From an optimization exercise on the open Yosys and OpenROAD flow, aimed at small area, a short achievable clock period and few clock cycles per item; shortcuts taken in it are not production practice. No functional check of the RTL was part of any run shown here.

==> flow/design.v (outline; a module is shown in full before it is edited, if it fits) <==
// module lineConfig: 38 lines
// module chromaPart: 6 lines
// module chromaInterp: 9 lines
// module times21: 6 lines
// module greenChroma: 6 lines
// module pixelSplit: 12 lines
// module pixelClip: 13 lines
// module lumaSum: 46 lines
// module cscSumR: 123 lines
// module cscSumG: 139 lines
// module cscSumB: 96 lines
// module firPart: 214 lines
// module firSum: 42 lines
// module yuvToRgbTop: 202 lines
module yuvToRgbTop (
  input  wire                       Clock_50_I,
  input  wire                       Resetn,
  input  wire [31:0]                inPair,
  input  wire                       inValid,
  input  wire                       rgbReady,
  input  wire                       cfgWrite,
  input  wire [8:0]                 cfgData,
  output logic                      inReady,
  output logic [48:0]               rgbPair,
  output logic                      rgbValid,
  output logic [8:0]                lineLength,
  output logic                      cfgError
);
  // ...
==> flow/flow/run.sh <==
#!/bin/bash
set -euo pipefail
bash ./standard.sh SETUP_SLACK_MARGIN=7.0 MATCH_CELL_FOOTPRINT=0 finish > standard_flow.log 2>&1
==> flow/standard.sh <==
#!/bin/bash
# synth_recipe.tcl (not shown) runs the flow's synth.tcl, then flattens the netlist and writes it again
# the make line also repeats each setting of config.mk as NAME=value (left out here)
make -C /OpenROAD-flow-scripts/flow DESIGN_CONFIG=/design/flow/config.mk WORK_HOME=/design/flow/orfs CLKGATE_MAP_FILE= SYNTH_SCRIPT=/design/flow/synth_recipe.tcl "${@:-finish}"
==> flow/config.mk <==
export PLATFORM = sky130hd
export DESIGN_NAME = yuvToRgbTop
export DESIGN_NICKNAME = yuvToRgbTop
export VERILOG_FILES = /design/flow/design.v
export SDC_FILE = /design/flow/constraint.sdc
export NUM_CORES = 4
export LEC_CHECK = 0
export CAP_MARGIN = 20
export CORE_MARGIN = 2
export CORE_UTILIZATION = 60
export SETUP_SLACK_MARGIN = 5
export SLEW_MARGIN = 20
==> flow/constraint.sdc <==
create_clock -name core_clock -period 11.0 [get_ports {Clock_50_I}]
set_input_delay 2.2000 -clock core_clock [delete_from_list [all_inputs] [get_ports {Clock_50_I}]]
set_output_delay 2.2000 -clock core_clock [all_outputs]
set_load 0.01 [all_outputs]
==> results_dict.tcl, run 1 <==
set metrics [dict create \
    status "finished clean" \
    top_layer "met4" \
    rr_worst_depth 19 \
    crit_type "flop to flop" \
    crit_arrival_ns 4.84 \
    seq_cell_count 536 \
    clock_skew_ns 0.0479 \
    postRouteAntennaNets 0 \
    coreArea_um2 65500 \
    synth_seq_cells 536 \
    die_w_um 261 \
    max_stage_delay_ns 0.61 \
    ys_seq_area_share_pct 39.1 \
    drtIter0Drc 1294 \
    finalHoldWorstSlack_ns 0.414 \
    clock_buffers 73 \
    r2r_end "p1WO[8]$_DFFE_PP_" \
    clock_tree_area_fraction_pct 4.42 \
    post-place-ws_ns 5.42 \
    final_util_pct 69.9 \
    tap_cells 864 \
    layout_setup_ws_ns 6.54 \
    n_fill_cell 4691 \
    syn-mean-instance-area_um2 12.3 \
    vias_per_cell 5.27 \
    postSynth.asyncResetShare_pct 5.22 \
    areaGrowthSynthToFinish_pct 15.9 \
    cpLargestDelayFamily "compound AO/OA/AOI/OAI gates" \
    slowest_stage "fa_1" \
    dr.pass1.iters 5 \
    die_height_um 261 \
    largest_registers "rgbPair: 49 flops, skid: 49 flops" \
    drive_above_1_share_pct 13.4 \
    yosysMostFrequentCell "inv_1" \
    synth_top_family_by_area "adder cells" \
    cts_sinks 536 \
    clk_pin_slew_ns 0.06 \
]
==> run 2: changes to the inputs <==
==> flow/flow/run.sh (replaced) <==
#!/bin/bash
set -euo pipefail
bash ./standard.sh SETUP_SLACK_MARGIN=7.3 MATCH_CELL_FOOTPRINT=0 finish > standard_flow.log 2>&1
==> run 2 against run 1 <==
Compared with the run above: flip-flop and latch count unchanged; synthesized cell count unchanged; via count up 2.9%; first-iteration DRC count up 3.4%; die area unchanged.
==> results_dict.tcl, run 2 <==
set metrics [dict create \
    clock_skew_ns 0.0253 \
    die_height_um 261 \
    setup_viol 0 \
    ys_seq_area_share_pct 39.1 \
    synth_top_area_share_pct 34.9 \
    status "finished clean" \
    clk_latency_ns 0.64 \
    dieArea_um2 67900 \
    postSynth.asyncResetShare_pct 5.22 \
    synthXorXnorAreaFrac_pct 4.57 \
    crit_type "flop to flop" \
    holdBufCountCts 0 \
    die_w_um 261 \
    start_util_pct 60.3 \
    syn_nets 4114 \
    fp-row-count 94 \
    yosys.area_share.simple_pct 3.71 \
    crit_arrival_ns 4.95 \
    synth_cells 3207 \
    synth_commonest_cells "793 x inv_1, 480 x fa_1, 459 x edfxtp_1, 381 x ha_1, 155 x xnor2_1" \
    rr_worst_depth 21 \
    ios 107 \
    grt_max_degree 69 \
    finalHoldViolations 0 \
    drive_above_1_share_pct 19.2 \
    yosysTopAreaCell "edfxtp_1" \
    synth-main-ff-cell "edfxtp_1" \
    rsz0062_at_grt "true" \
    hpwl_um 65800 \
    dr.pass1.iters 5 \
    gp_congestion 0.934 \
    cts.htree.levels 2 \
    root_buffer "clkbuf_16" \
    max_stage_delay_ns 0.59 \
    synthAdderAreaFrac_pct 36.4 \
    synth_seq_cells 536 \
    netlist_top_cells_area "edfxtp_1 35%, fa_1 24%, ha_1 12%" \
    grt_pass1_vias 25200 \
    coreArea_um2 65500 \
    drtIter0Drc 1338 \
    slowest_stage "fa_1" \
    tightest_slew_ns 0.794 \
    largest_registers "rgbPair: 49 flops, skid: 49 flops" \
    synthMuxAreaShare_pct 0.611 \
    finalCritPeriodShare_pct 40.6 \
    cts_sinks 536 \
    synth_edf_count 459 \
    synth_area_um2 39500 \
    yosysWarnings 10 \
    yosysUniqueCellTypes 71 \
    worst_setup_path_end_kind "flop" \
    n_fill_cell 4508 \
    cts_tree "built" \
    cpLargestDelayFamily "compound AO/OA/AOI/OAI gates" \
    grt_remaining_overflow 0 \
    route.vias.total 24100 \
    cts_max_path_buffers 3 \
    finalHoldWorstSlack_ns 0.413 \
    worstSetupPathDepth 21 \
    synth_compound_area_share_pct 7.78 \
    syn-mean-instance-area_um2 12.3 \
    ff_latch_area_um2 15500 \
    nets 4538 \
    final_common_cell "inv_1" \
    max_freq_mhz 224 \
    drc_errors 0 \
    grt_pass1_wl_um 135000 \
    antenna_found_initial 2 \
    routed_wl_um 86400 \
    gr-usage-all-layers_pct 25.9 \
    yosysMostFrequentCell "inv_1" \
    crit_required_ns 11.48 \
    path_cells "fa_1, ha_4, a21oi_4, o22ai_2, a2111oi_4, o21bai_2, o22a_2, a21oi_4, o2111ai_4, xnor2_4, o21ai_2, ha_2, inv_2, fa_2, inv_2, a21oi_2, o21ai_2, a21oi_2, o21bai_1, a21oi_1, nor2_1" \
    areaGrowthSynthToFinish_pct 19.6 \
    max_slew_margin_pct 46.6 \
    synth_top_family_by_area "adder cells" \
    min_path_type "flop to flop" \
    fin_crit_ns 4.47 \
    vias_per_cell 5.29 \
    crit_path_max_fanout 5 \
    postRouteAntennaNets 0 \
    cp_num_buf_inv 2 \
    port_buffers 106 \
    hold_path_depth 0 \
    slew_violations 0 \
    clk_pin_slew_ns 0.07 \
    multi_input_area_um2 22100 \
    critPathLaunchType "flop" \
    layout_common_cells "701 x inv_1, 459 x edfxtp_1, 439 x fa_1" \
    wl_per_cell_um 19.0 \
    fin_setup_tns_ns 0 \
    max_cap_violations 0 \
    numCtsBuffers 58 \
]
run 2: worst paths after layout:
path	from	to	slack (ns)
max reg2reg	uPa[6]$_DFFE_PP_	p1WO[9]$_DFFE_PP_	6.53
max in group asynchronous	Resetn	en$_DFF_PN0_	8.73
min reg2reg	yO[3][7]$_DFFE_PP_	yO[2][7]$_DFFE_PP_	0.41
min	yO[3][7]$_DFFE_PP_	yO[2][7]$_DFFE_PP_	0.41
max	uPa[6]$_DFFE_PP_	p1WO[9]$_DFFE_PP_	6.53
min in group asynchronous	Resetn	pairCnt[7]$_DFFE_PN0P_	1.95
run 2: worst register-to-register path, delay by kind of cell, from the launching register on:
family                   cells  cell delay, ns
buffers and inverters        2            0.11
AO/OA/AOI/OAI               13            2.10
adder cells (fa/ha/maj)      4            1.38
flip-flops                   1            0.41
XOR/XNOR                     1            0.20
AND/OR/NAND/NOR              1            0.11
run 2: repair_timing:
action | CTS | global route
endpoints found under the hold margin | 0 | 0
buffers inserted | 177 | 90
gates resized for setup | 328 | 135
gates cloned | 2 | 1
pin swaps | 153 | 152
setup endpoints to repair | 327 | 208
run 2: cell type report:
type / count / area share, %
clock inverter: 36 / 0.813
clock buffer: 74 / 3.33
timing repair buffer: 384 / 7.63
multi-input combinational: 1857 / 46.7
sequential: 536 / 32.8
antenna: 1 / 0.00529
inverter: 794 / 6.46
tap: 864 / 2.29
run 2: metrics by stage:
stage / util, % / setup slack, ns / cell area, µm² / cells
2_1_floorplan: - / 6.22 / 39800 / 3207
3_3_place_gp: 64.0 / 5.51 / 41900 / 4165
3_5_place_dp: 64.0 / 5.43 / 41900 / 4165
4_1_cts: 70.2 / 6.56 / 46000 / 4454
5_1_grt: 72.2 / 6.31 / 47300 / 4546
6_report: 72.2 / 6.53 / 47300 / 4546
run 2: cell families (layout without fill, tap and decap cells):
| family | count (synthesis) | after routing |
|---|---|---|
| xor gates and xnor gates | 204 | 204 |
| adders and majority gates | 861 | 861 |
| DFF | 536 | 536 |
| other | 0 | 1 |
| and+or+nand+nor | 287 | 289 |
| muxes | 19 | 19 |
| AOI/OAI and AO/OA | 484 | 484 |
| buffers and inverters | 816 | 1288 |
run 2: layer usage:
layer,part of all wire [%],vias to the layer above,GRT usage [%]
met5,0,-,0
met4,3.1,0,8.60
met3,5.0,156,4.20
met2,49,550,42.9
met1,43,12000,35.4
li1,-,11300,-

re-timing with driven ports:
The flow's constraints put no driver on any port. The routed layouts listed below were extracted and timed again, unchanged, in two steps. Step 1: set_driving_cell puts a clkbuf_16 on Clock_50_I and a buf_2 on each other input, an assumption about the parent block. Step 2, shift: input delay + t, output delay - t, t = (earliest + latest rising clock arrival at the registers) / 2. This alone moves slack from input paths to output paths. Slacks: no drivers / after step 1 / after step 2; pairs: no drivers / after step 1.
| run | shift t [ns] | slack for setup (ns) | slew at the worst register clock pin (ns) | worst slew at a driven data input, ns | pins driven straight from the clock port |
|---|---|---|---|---|---|
| run 1 | 0.689 | 6.544 / 6.544 / 6.264 | 0.07 / 0.07 | 0.06 | 1 |
| run 2 | 0.695 | 6.531 / 6.531 / 6.230 | 0.07 / 0.07 | 0.08 | 1 |
After both steps every run listed still meets setup and hold. For run 2, which loses most, drivers alone change the setup slack by 0.000 ns; drivers and shift together by -0.301 ns.
